Context: an optimization exercise on an open-source flow, tuned for small area, a short achievable clock period and few clock cycles per item. The choices shown serve that exercise and are no tape-out recipe. The RTL was checked by simulation tests, not by an equivalence proof against the original design. Power figures rest on the tool's default switching activity, not on a simulated workload.

// bounded_deque_with_dump
module bounded_deque_with_dump
#(
    parameter int DEPTH      = 16,
    parameter int DATA_WIDTH = 32
) (
    input  wire logic                         aclk,
    input  wire logic                         aresetn,
    input  wire logic                         s_valid,
    output logic                              s_ready,
    input  wire logic        [OP_W-1:0]       s_op,
    input  wire logic signed [VALUE_W-1:0]    s_value,
    output logic                              m_valid,
    input  wire logic                         m_ready,
    output logic             [STATUS_W-1:0]   m_status,
    output logic signed      [VALUE_W-1:0]    m_data,
    output logic             [$clog2(DEPTH+1)-1:0] m_fill,
    output logic                              m_last
);
    localparam int CNT_W = $clog2(DEPTH + 1);
    localparam int PTR_W = $clog2(DEPTH);
    logic [DATA_WIDTH-1:0] mem [DEPTH];
    logic [PTR_W-1:0]      head_q, tail_q;      
    logic [CNT_W-1:0]      cnt_q;
    logic                  empty_q;
    logic                  rdy_q;
    logic                  dv_q;                
    logic [STATUS_W-1:0]   d_st_q;
    logic [CNT_W-1:0]      d_fill_q;
    logic                  d_last_q;
    logic                  d_more_q;            
    logic [PTR_W-1:0]      d_rem_q;             
    logic [DEPTH-1:0]      d_rsel_q;            
    logic                  ov_q;                
    logic [STATUS_W-1:0]   o_st_q;
    logic [VALUE_W-1:0]    o_data_q;
    logic [CNT_W-1:0]      o_fill_q;
    logic                  o_last_q;
    logic                  kv_q;                
    logic [STATUS_W-1:0]   k_st_q;
    logic [VALUE_W-1:0]    k_data_q;
    logic [CNT_W-1:0]      k_fill_q;
    logic                  k_last_q;
    logic                  kv_n, dv_n, more_n;
    logic                  acc;
    logic                  full;
    logic                  is_push, is_list, is_popf, is_popb, is_pop;
    logic [DEPTH-1:0]      head_oh, tail_oh, back_oh;
    assign acc     = s_valid && rdy_q;
    assign full    = cnt_q[CNT_W-1];
    assign is_push = (s_op == OP_PUSH_FRONT) || (s_op == OP_PUSH_BACK);
    assign is_list = (s_op == OP_LIST);
    assign is_popf = (s_op == OP_POP_FRONT);
    assign is_popb = (s_op == OP_POP_BACK);
  ...
clock: 5.0 ns
lec_check: 0
abc_clock_period_in_ps: 2000
cap_margin: 20
core_margin: 2
core_utilization: 65
cts_cluster_diameter: 60
cts_cluster_size: 25
gpl_timing_driven: 0
setup_slack_margin: 2.9
slew_margin: 20
standard.sh (not shown) runs the stock make flow with config.mk's settings and CLKGATE_MAP_FILE= SYNTH_SCRIPT=/design/flow/synth_recipe.tcl, a recipe that flattens the netlist after the stock synthesis.
==> flow/flow/run.sh <==
#!/bin/bash
set -euo pipefail
cp config.mk flow_cfg.mk
cat >> flow_cfg.mk <<'EOF'
export CTS_ARGS = -sink_clustering_enable -repair_clock_nets -sink_clustering_size 25 -sink_clustering_max_diameter 60 -dont_use_dummy_load
export BUFFER_PORTS_ARGS = -buffer_cell sky130_fd_sc_hd__buf_2
EOF
sed "s|DESIGN_CONFIG=[^ ]*|DESIGN_CONFIG=$PWD/flow_cfg.mk|" standard.sh > flow_standard.sh
grep -q "DESIGN_CONFIG=$PWD/flow_cfg.mk" flow_standard.sh
bash flow_standard.sh > orfs_make.log 2>&1
Testbench counts at the start, summed over its fixed seeds: cycles 11,579, items 8,000.
Change:
==> flow/run.sh (new file) <==
#!/bin/bash
# synth_recipe.tcl (not shown) runs the flow's synth.tcl, then flattens the netlist and writes it again
# the make line also repeats each setting of config.mk as NAME=value (left out here)
make -C /OpenROAD-flow-scripts/flow DESIGN_CONFIG=/design/flow/config.mk WORK_HOME=/design/flow/orfs CLKGATE_MAP_FILE= SYNTH_SCRIPT=/design/flow/synth_recipe.tcl finish
Settings changed: CORE_UTILIZATION 65 to 70, CTS_CLUSTER_DIAMETER 60 to 50, CTS_CLUSTER_SIZE 25 to 32, GPL_TIMING_DRIVEN 0 to default, SETUP_SLACK_MARGIN 2.9 to 2.95.
removed: flow/flow/run.sh
removed: flow/standard.sh
What happened: The changed run produced a clean layout; non-clock buffer count shrinks by 72; final area went down by a few percent; global-route usage goes down by 0.28 points; total power rises by a little under a tenth; flip-flop and latch count stays the same; sequential share of layout area increases by 1.5 points; hold slack hardly moves.
Change:
==> flow/flow/run.sh (new file) <==
#!/bin/bash
set -euo pipefail
cp config.mk flow_cfg.mk
cat >> flow_cfg.mk <<'EOF'
export CTS_ARGS = -sink_clustering_enable -repair_clock_nets -sink_clustering_size 25 -sink_clustering_max_diameter 60 -dont_use_dummy_load
export BUFFER_PORTS_ARGS = -buffer_cell sky130_fd_sc_hd__buf_2
EOF
sed "s|DESIGN_CONFIG=[^ ]*|DESIGN_CONFIG=$PWD/flow_cfg.mk|" standard.sh > flow_standard.sh
grep -q "DESIGN_CONFIG=$PWD/flow_cfg.mk" flow_standard.sh
bash flow_standard.sh > orfs_make.log 2>&1
==> flow/standard.sh (new file) <==
#!/bin/bash
# synth_recipe.tcl (not shown) runs the flow's synth.tcl, then flattens the netlist and writes it again
# the make line also repeats each setting of config.mk as NAME=value (left out here)
make -C /OpenROAD-flow-scripts/flow DESIGN_CONFIG=/design/flow/config.mk WORK_HOME=/design/flow/orfs CLKGATE_MAP_FILE= SYNTH_SCRIPT=/design/flow/synth_recipe.tcl "${@:-finish}"
Settings changed: ABC_CLOCK_PERIOD_IN_PS 2000 to 3000, CORE_UTILIZATION 70 to 65, CTS_CLUSTER_DIAMETER 50 to 60, CTS_CLUSTER_SIZE 32 to 25, SETUP_SLACK_MARGIN 2.95 to 2.9.
removed: flow/run.sh
=> Cell count came out lower by about 2.5%; core utilization came out lower by 8.1 points; first-iteration DRC count came out lower by about 5%; power came out lower by about 9%; sequential share of layout area came out higher by 2.7 points; worst setup slack gains 46 ps; register-to-register slack loses 30 ps; design area came out lower by 3.8%; global-route usage came out lower by 2.5 points.
Change:
==> flow/run.sh (new file) <==
#!/bin/bash
# synth_recipe.tcl (not shown) runs the flow's synth.tcl, then flattens the netlist and writes it again
# the make line also repeats each setting of config.mk as NAME=value (left out here)
make -C /OpenROAD-flow-scripts/flow DESIGN_CONFIG=/design/flow/config.mk WORK_HOME=/design/flow/orfs CLKGATE_MAP_FILE= SYNTH_SCRIPT=/design/flow/synth_recipe.tcl finish
Settings changed: ABC_CLOCK_PERIOD_IN_PS 3000 to 2000, SETUP_SLACK_MARGIN 2.9 to 3.05.
removed: flow/flow/run.sh
removed: flow/standard.sh
What happened: The new run finished with timing, DRC and antenna clean. Synthesized area does not change. Clock skew went down by 38 ps. Routed wire length went up by 8.0%.

========
Starting RTL as in the previous note.
clock: 5.0 ns
lec_check: 0
abc_clock_period_in_ps: 2000
cap_margin: 20
core_margin: 2
core_utilization: 72
cts_cluster_diameter: 60
cts_cluster_size: 25
setup_slack_margin: 2.9
slew_margin: 20
==> flow/flow/run.sh <==
#!/bin/bash
set -euo pipefail
cp config.mk flow_cfg.mk
cat >> flow_cfg.mk <<'EOF'
export CTS_ARGS = -sink_clustering_enable -repair_clock_nets -sink_clustering_size 25 -sink_clustering_max_diameter 60 -dont_use_dummy_load
export BUFFER_PORTS_ARGS = -buffer_cell sky130_fd_sc_hd__buf_2
EOF
sed "s|DESIGN_CONFIG=[^ ]*|DESIGN_CONFIG=$PWD/flow_cfg.mk|" standard.sh > flow_standard.sh
grep -q "DESIGN_CONFIG=$PWD/flow_cfg.mk" flow_standard.sh
bash flow_standard.sh > orfs_make.log 2>&1
Testbench counts at the start, summed over its fixed seeds: cycles 11,579, items 8,000.
Rerun with:
==> flow/run.sh (new file) <==
#!/bin/bash
# synth_recipe.tcl (not shown) runs the flow's synth.tcl, then flattens the netlist and writes it again
# the make line also repeats each setting of config.mk as NAME=value (left out here)
make -C /OpenROAD-flow-scripts/flow DESIGN_CONFIG=/design/flow/config.mk WORK_HOME=/design/flow/orfs CLKGATE_MAP_FILE= SYNTH_SCRIPT=/design/flow/synth_recipe.tcl finish
--- a/flow/config.mk
+++ b/flow/config.mk
@@ -7,6 +7,6 @@
 export LEC_CHECK = 0
-export ABC_CLOCK_PERIOD_IN_PS = 2000
+export ABC_AREA = 1
 export CAP_MARGIN = 20
 export CORE_MARGIN = 2
-export CORE_UTILIZATION = 72
+export CORE_UTILIZATION = 65
 export CTS_CLUSTER_DIAMETER = 60
removed: flow/flow/run.sh
removed: flow/standard.sh
After rerunning: The new run completed with no timing, DRC or antenna violations. Sequential share of layout area fell by 3.2 points. Global-route usage falls by 1.1 points. Utilization shrinks by 5.9 points. Sequential power is about the same. Clock power climbs by about 20%. Design area climbs by 4.7%. Clock-buffer cell count came out higher by 14. Clock skew fell by 0.022 ns. Wire length is higher by about 10%.
Rerun with:
--- a/flow/config.mk
+++ b/flow/config.mk
@@ -7,9 +7,10 @@
 export LEC_CHECK = 0
-export ABC_AREA = 1
+export ABC_CLOCK_PERIOD_IN_PS = 2000
 export CAP_MARGIN = 20
 export CORE_MARGIN = 2
-export CORE_UTILIZATION = 65
+export CORE_UTILIZATION = 60
 export CTS_CLUSTER_DIAMETER = 60
 export CTS_CLUSTER_SIZE = 25
-export SETUP_SLACK_MARGIN = 2.9
+export PLACE_DENSITY_LB_ADDON = 0.1
+export SETUP_SLACK_MARGIN = 2.85
 export SLEW_MARGIN = 20
The changed run went through all stages and came out clean.
Power rose slightly.
Cell count falls by about a fifth.
Clock power rose by a few percent.
Global-route usage drops by 3.9 points.
Register-to-register slack is worse by 0.11 ns.
Flip-flop and latch count is unchanged.
Cell area shrinks slightly.
Worst setup slack is worse by 0.081 ns.
Sequential share of layout area grows by 1.1 points.
Worst hold slack gains 0.025 ns.
Clock-buffer cell count goes down by 2.

========
## sierra
The RTL this note starts from:
==> flow/design.v <==
`default_nettype none
package bdq_pkg;
    localparam int OP_W     = 3;
    localparam int STATUS_W = 2;
    localparam int VALUE_W  = 32;
    localparam logic [OP_W-1:0] OP_PUSH_FRONT = 3'd0;
    localparam logic [OP_W-1:0] OP_PUSH_BACK  = 3'd1;
    localparam logic [OP_W-1:0] OP_LIST       = 3'd2;
    localparam logic [OP_W-1:0] OP_POP_FRONT  = 3'd3;
    localparam logic [OP_W-1:0] OP_POP_BACK   = 3'd4;
    localparam logic [STATUS_W-1:0] STAT_OK    = 2'd0;
    localparam logic [STATUS_W-1:0] STAT_EMPTY = 2'd1;
    localparam logic [STATUS_W-1:0] STAT_FULL  = 2'd2;
endpackage
`default_nettype wire
`default_nettype none
import bdq_pkg::*;
module bounded_deque_with_dump
#(
    parameter int DEPTH      = 16,
    parameter int DATA_WIDTH = 32
) (
    input  wire logic                         aclk,
    input  wire logic                         aresetn,
    input  wire logic                         s_valid,
    output logic                              s_ready,
    input  wire logic        [OP_W-1:0]       s_op,
    input  wire logic signed [VALUE_W-1:0]    s_value,
    output logic                              m_valid,
    input  wire logic                         m_ready,
    output logic             [STATUS_W-1:0]   m_status,
    output logic signed      [VALUE_W-1:0]    m_data,
    output logic             [$clog2(DEPTH+1)-1:0] m_fill,
    output logic                              m_last
);
    localparam int CNT_W = $clog2(DEPTH + 1);
    localparam int PTR_W = $clog2(DEPTH);
    logic [DATA_WIDTH-1:0] mem [DEPTH];
    logic [PTR_W-1:0]      head_q, tail_q;      
    logic [CNT_W-1:0]      cnt_q;
    logic                  empty_q;
    logic                  rdy_q;
    logic                  dv_q;                
    logic [STATUS_W-1:0]   d_st_q;
    logic [CNT_W-1:0]      d_fill_q;
    logic                  d_last_q;
    logic                  d_more_q;            
    logic [PTR_W-1:0]      d_rem_q;             
    logic [DEPTH-1:0]      d_rsel_q;            
    logic                  ov_q;                
    logic [STATUS_W-1:0]   o_st_q;
    logic [VALUE_W-1:0]    o_data_q;
    logic [CNT_W-1:0]      o_fill_q;
    logic                  o_last_q;
    logic                  kv_q;                
    logic [STATUS_W-1:0]   k_st_q;
    logic [VALUE_W-1:0]    k_data_q;
    logic [CNT_W-1:0]      k_fill_q;
    logic                  k_last_q;
    logic                  kv_n, dv_n, more_n;
    logic                  acc;
    logic                  full;
    logic                  is_push, is_list, is_popf, is_popb, is_pop;
    logic [DEPTH-1:0]      head_oh, tail_oh, back_oh;
    assign acc     = s_valid && rdy_q;
    assign full    = cnt_q[CNT_W-1];
    assign is_push = (s_op == OP_PUSH_FRONT) || (s_op == OP_PUSH_BACK);
    assign is_list = (s_op == OP_LIST);
    assign is_popf = (s_op == OP_POP_FRONT);
    assign is_popb = (s_op == OP_POP_BACK);
    assign is_pop  = is_popf || is_popb;
    always_comb begin
        for (int i = 0; i < DEPTH; i++) begin
            head_oh[i] = (head_q == PTR_W'(i));
            tail_oh[i] = (tail_q == PTR_W'(i));
            back_oh[i] = (tail_q == PTR_W'(i + 1));
        end
    end
    logic [STATUS_W-1:0]   n_st;
    logic [CNT_W-1:0]      n_fill;
    logic                  n_last, n_more;
    logic [PTR_W-1:0]      n_rem;
    logic [DEPTH-1:0]      n_rsel;
    always_comb begin
        n_st   = STAT_OK;
        n_fill = cnt_q;
        n_last = 1'b1;
        n_more = 1'b0;
        n_rem  = PTR_W'(cnt_q - CNT_W'(2));
        n_rsel = '0;
        if (is_push) begin
            if (full) n_st = STAT_FULL;
            else      n_fill = cnt_q + CNT_W'(1);
        end else if (is_list || is_pop) begin
            if (empty_q) begin
                n_st = STAT_EMPTY;
            end else begin
                n_rsel = is_popb ? back_oh : head_oh;
                if (is_pop) begin
                    n_fill = cnt_q - CNT_W'(1);
                end else begin
                    n_last = (cnt_q == CNT_W'(1));
                    n_more = !n_last;
                end
            end
        end
    end
    logic [PTR_W-1:0]      head_n, tail_n;
    logic [CNT_W-1:0]      cnt_n;
    always_comb begin
        head_n = head_q;
        tail_n = tail_q;
        cnt_n  = cnt_q;
        if (acc) begin
            if (is_push && !full) begin
                cnt_n = cnt_q + CNT_W'(1);
                if (s_op[0]) tail_n = tail_q + PTR_W'(1);
                else         head_n = head_q - PTR_W'(1);
            end
            if (is_pop && !empty_q) begin
                cnt_n = cnt_q - CNT_W'(1);
                if (is_popf) head_n = head_q + PTR_W'(1);
                else         tail_n = tail_q - PTR_W'(1);
            end
        end
    end
    logic                  fire, take;
    logic [VALUE_W-1:0]    b_data;
    assign fire = dv_q && !kv_q;
    assign take = m_ready || !ov_q;
    always_comb begin
        b_data = '0;
        for (int i = 0; i < DEPTH; i++) b_data = b_data | (mem[i] & {VALUE_W{d_rsel_q[i]}});
    end
    assign kv_n   = !take && (kv_q || fire);
    assign dv_n   = acc || (dv_q && !(fire && !d_more_q));
    assign more_n = acc ? n_more : (fire ? (d_rem_q != '0) : d_more_q);
    always_ff @(posedge aclk) begin
        if (!aresetn) begin
            head_q   <= '0;
            tail_q   <= '0;
            cnt_q    <= '0;
            empty_q  <= 1'b1;
            dv_q     <= 1'b0;
            d_more_q <= 1'b0;
            kv_q     <= 1'b0;
            ov_q     <= 1'b0;
            rdy_q    <= 1'b1;
        end else begin
            head_q   <= head_n;
            tail_q   <= tail_n;
            cnt_q    <= cnt_n;
            empty_q  <= (cnt_n == '0);
            dv_q     <= dv_n;
            d_more_q <= more_n;
            kv_q     <= kv_n;
            rdy_q    <= !dv_n || (!kv_n && !more_n);
            if (take) ov_q <= kv_q || fire;
        end
    end
    logic [DEPTH-1:0]      wen;
    always_comb begin
        for (int i = 0; i < DEPTH; i++)
            wen[i] = !(kv_q && dv_q) && !full && (head_oh[(i + 1) % DEPTH] || tail_oh[i]);
    end
    always_ff @(posedge aclk) begin
        for (int i = 0; i < DEPTH; i++) begin
            if (wen[i]) mem[i] <= s_value;
        end
    end
    always_ff @(posedge aclk) begin
        if (acc) begin
            d_st_q   <= n_st;
            d_fill_q <= n_fill;
            d_last_q <= n_last;
            d_rem_q  <= n_rem;
            d_rsel_q <= n_rsel;
        end else if (fire) begin
            d_last_q <= (d_rem_q == '0);
            d_rem_q  <= d_rem_q - PTR_W'(1);
            d_rsel_q <= {d_rsel_q[DEPTH-2:0], d_rsel_q[DEPTH-1]};
        end
    end
    always_ff @(posedge aclk) begin
        if (!kv_q) begin
            k_st_q   <= d_st_q;
            k_data_q <= b_data;
            k_fill_q <= d_fill_q;
            k_last_q <= d_last_q;
        end
    end
    always_ff @(posedge aclk) begin
        if (take) begin
            o_st_q   <= kv_q ? k_st_q   : d_st_q;
            o_data_q <= kv_q ? k_data_q : b_data;
            o_fill_q <= kv_q ? k_fill_q : d_fill_q;
            o_last_q <= kv_q ? k_last_q : d_last_q;
        end
    end
    assign s_ready  = rdy_q;
    assign m_valid  = ov_q;
    assign m_status = o_st_q;
    assign m_data   = o_data_q;
    assign m_fill   = o_fill_q;
    assign m_last   = o_last_q;
endmodule
`default_nettype wire
export LEC_CHECK = 0
export ABC_CLOCK_PERIOD_IN_PS = 1500
export CAP_MARGIN = 20
export CORE_MARGIN = 2
export CORE_UTILIZATION = 65
export CTS_CLUSTER_DIAMETER = 60
export CTS_CLUSTER_SIZE = 25
export SETUP_SLACK_MARGIN = 2.9
export SLEW_MARGIN = 20
create_clock -name core_clock -period 5.0 [get_ports {aclk}]
==> flow/flow/run.sh <==
#!/bin/bash
set -euo pipefail
cp config.mk flow_cfg.mk
cat >> flow_cfg.mk <<'EOF'
export CTS_ARGS = -sink_clustering_enable -repair_clock_nets -sink_clustering_size 25 -sink_clustering_max_diameter 60 -dont_use_dummy_load
export BUFFER_PORTS_ARGS = -buffer_cell sky130_fd_sc_hd__buf_2
EOF
sed "s|DESIGN_CONFIG=[^ ]*|DESIGN_CONFIG=$PWD/flow_cfg.mk|" standard.sh > flow_standard.sh
grep -q "DESIGN_CONFIG=$PWD/flow_cfg.mk" flow_standard.sh
bash flow_standard.sh > orfs_make.log 2>&1
Testbench counts of sierra, summed over its fixed seeds: cycles 11,579, items 8,000.
> inputs changed (sierra -> lagoon)
==> flow/run.sh (new file) <==
#!/bin/bash
# synth_recipe.tcl (not shown) runs the flow's synth.tcl, then flattens the netlist and writes it again
# the make line also repeats each setting of config.mk as NAME=value (left out here)
make -C /OpenROAD-flow-scripts/flow DESIGN_CONFIG=/design/flow/config.mk WORK_HOME=/design/flow/orfs CLKGATE_MAP_FILE= SYNTH_SCRIPT=/design/flow/synth_recipe.tcl finish
-- flow/config.mk --
<<< sierra, line 8
export ABC_CLOCK_PERIOD_IN_PS = 1500
>>> lagoon, line 8
export ABC_CLOCK_PERIOD_IN_PS = 2000
removed: flow/flow/run.sh
removed: flow/standard.sh
## What came out
- Met1 capacity usage during global routing: lagoon vs sierra up 1.1 points
- Number of multi-input combinational cells in lagoon is about 0.7% below sierra.
- NOTE: shortest period the worst path allows in lagoon exceeds that of sierra
- From sierra to lagoon the numbers moved as follows: boundary pin count was more or less identical, number of clock buffers in the layout went up by 12, fraction of power consumed by the clock network went up by 3.9 points.
- Total via count in the routed design sits higher in lagoon than in sierra.
- Looking at detailed-route wire length per cell, lagoon sits about 4% lower than sierra does.
- lagoon vs sierra: number of nets in the layout up in lagoon
- Diff sierra..lagoon | combinational-cell power consumption | negligible
- Compared lagoon vs sierra, and area added between synthesis and finish is up in lagoon.
Changes in raven relative to lagoon:
==> flow/flow/run.sh (new file) <==
#!/bin/bash
set -euo pipefail
cp config.mk flow_cfg.mk
cat >> flow_cfg.mk <<'EOF'
export CTS_ARGS = -sink_clustering_enable -repair_clock_nets -sink_clustering_size 25 -sink_clustering_max_diameter 60 -dont_use_dummy_load
export BUFFER_PORTS_ARGS = -buffer_cell sky130_fd_sc_hd__buf_2
EOF
sed "s|DESIGN_CONFIG=[^ ]*|DESIGN_CONFIG=$PWD/flow_cfg.mk|" standard.sh > flow_standard.sh
grep -q "DESIGN_CONFIG=$PWD/flow_cfg.mk" flow_standard.sh
bash flow_standard.sh > orfs_make.log 2>&1
==> flow/standard.sh (new file) <==
#!/bin/bash
# synth_recipe.tcl (not shown) runs the flow's synth.tcl, then flattens the netlist and writes it again
# the make line also repeats each setting of config.mk as NAME=value (left out here)
make -C /OpenROAD-flow-scripts/flow DESIGN_CONFIG=/design/flow/config.mk WORK_HOME=/design/flow/orfs CLKGATE_MAP_FILE= SYNTH_SCRIPT=/design/flow/synth_recipe.tcl "${@:-finish}"
-- flow/config.mk --
<<< lagoon, line 14
export SETUP_SLACK_MARGIN = 2.9
>>> raven, line 14
export SETUP_SLACK_MARGIN = 3.0
removed: flow/run.sh
- raven packs its core tighter than lagoon.
- Compared with lagoon, raven shows a higher worst setup timing slack at the placement stage.
- met4 as the highest layer used for signal routing was reported by lagoon, and met5 by raven.
- Both conditions hold for raven: the flow ran to the end and the final layout passed the timing, DRC and antenna checks.
- lagoon completed every stage of the flow, and the final layout passed the timing, DRC and antenna checks.
- Wire length of the first global-routing pass ends up higher on raven.
- Proportion of total power due to net switching ended up 0.80 points lower on raven than on lagoon.
- Diff lagoon -> raven: netlist area before placement was more or less identical, estimated wirelength of the detail-placed design went up by 2.6%, routed wire length rose 3.2%, multi-input gate area in the final layout now larger.
- Looking at area growth from synthesis to layout, raven sits 0.51 points higher than lagoon does.
Edits applied to the flow inputs when going from raven to ember:
-- flow/config.mk --
<<< raven, line 14
export SETUP_SLACK_MARGIN = 3.0
>>> ember, line 14
export SETUP_SLACK_MARGIN = 2.9
Findings:
The final layout from ember, which completed every stage, passed the timing, DRC and antenna checks at the end of the flow.
The transition time of the tightest slew-check pin reported for ember is greater than that of raven by 50 ps.
As far as synthesized-area fraction occupied by ao, oa, aoi and oai cells goes, ember and raven are indistinguishable; the numbers are identical.
For the first-iteration detailed-routing DRC count, ember came in 0.72% higher than raven did.
Delta (ember minus raven): final instance area shows a reduction of 680 sq um; fraction of power consumed by the clock network lost 0.3 points.
ember: detailed-route wire length on metal 1 lower than raven

-- afterwards: timing with drivers on the ports --
Ports are ideal in the flow. The routed layouts listed here were re-timed in OpenROAD.
Step 1, drivers: a clkbuf_16 drives aclk and a buf_2 each remaining input, both assumed.
Step 2 moves the port delays by t, midway between the first and last clock arrival at a register: inputs arrive t later, outputs are due t later. That takes back most of the time a late clock gives input paths.
Slacks: ideal / step 1 / step 2; pairs: ideal / step 1.
run | t, ns | setup slack, ns | worst setup path at the end | worst data-port slew with drivers (ns)
the first run of note 1 | 0.583 | 2.814 / 2.814 / 2.465 | input to register | 0.07
the second run of note 1 | 0.599 | 2.815 / 2.763 / 2.352 | input to register | 0.09
the third run of note 1 | 0.563 | 2.860 / 2.805 / 2.444 | input to register | 0.10
the fourth run of note 1 | 0.629 | 2.808 / 2.754 / 2.329 | input to register | 0.08
the first run of note 2 | 0.581 | 2.817 / 2.763 / 2.417 | input to register | 0.08
the second run of note 2 | 0.639 | 2.878 / 2.818 / 2.368 | input to register | 0.08
the third run of note 2 | 0.633 | 2.797 / 2.739 / 2.351 | input to register | 0.10
sierra | 0.563 | 2.860 / 2.805 / 2.444 | input to register | 0.10
lagoon | 0.609 | 2.837 / 2.782 / 2.354 | input to register | 0.10
raven | 0.589 | 2.822 / 2.769 / 2.485 | input to register | 0.10
ember | 0.563 | 2.860 / 2.805 / 2.444 | input to register | 0.10
After both steps every run listed still meets setup and hold. For the second run of note 2, which loses most, drivers alone change the setup slack by -0.060 ns; drivers and shift together by -0.510 ns.
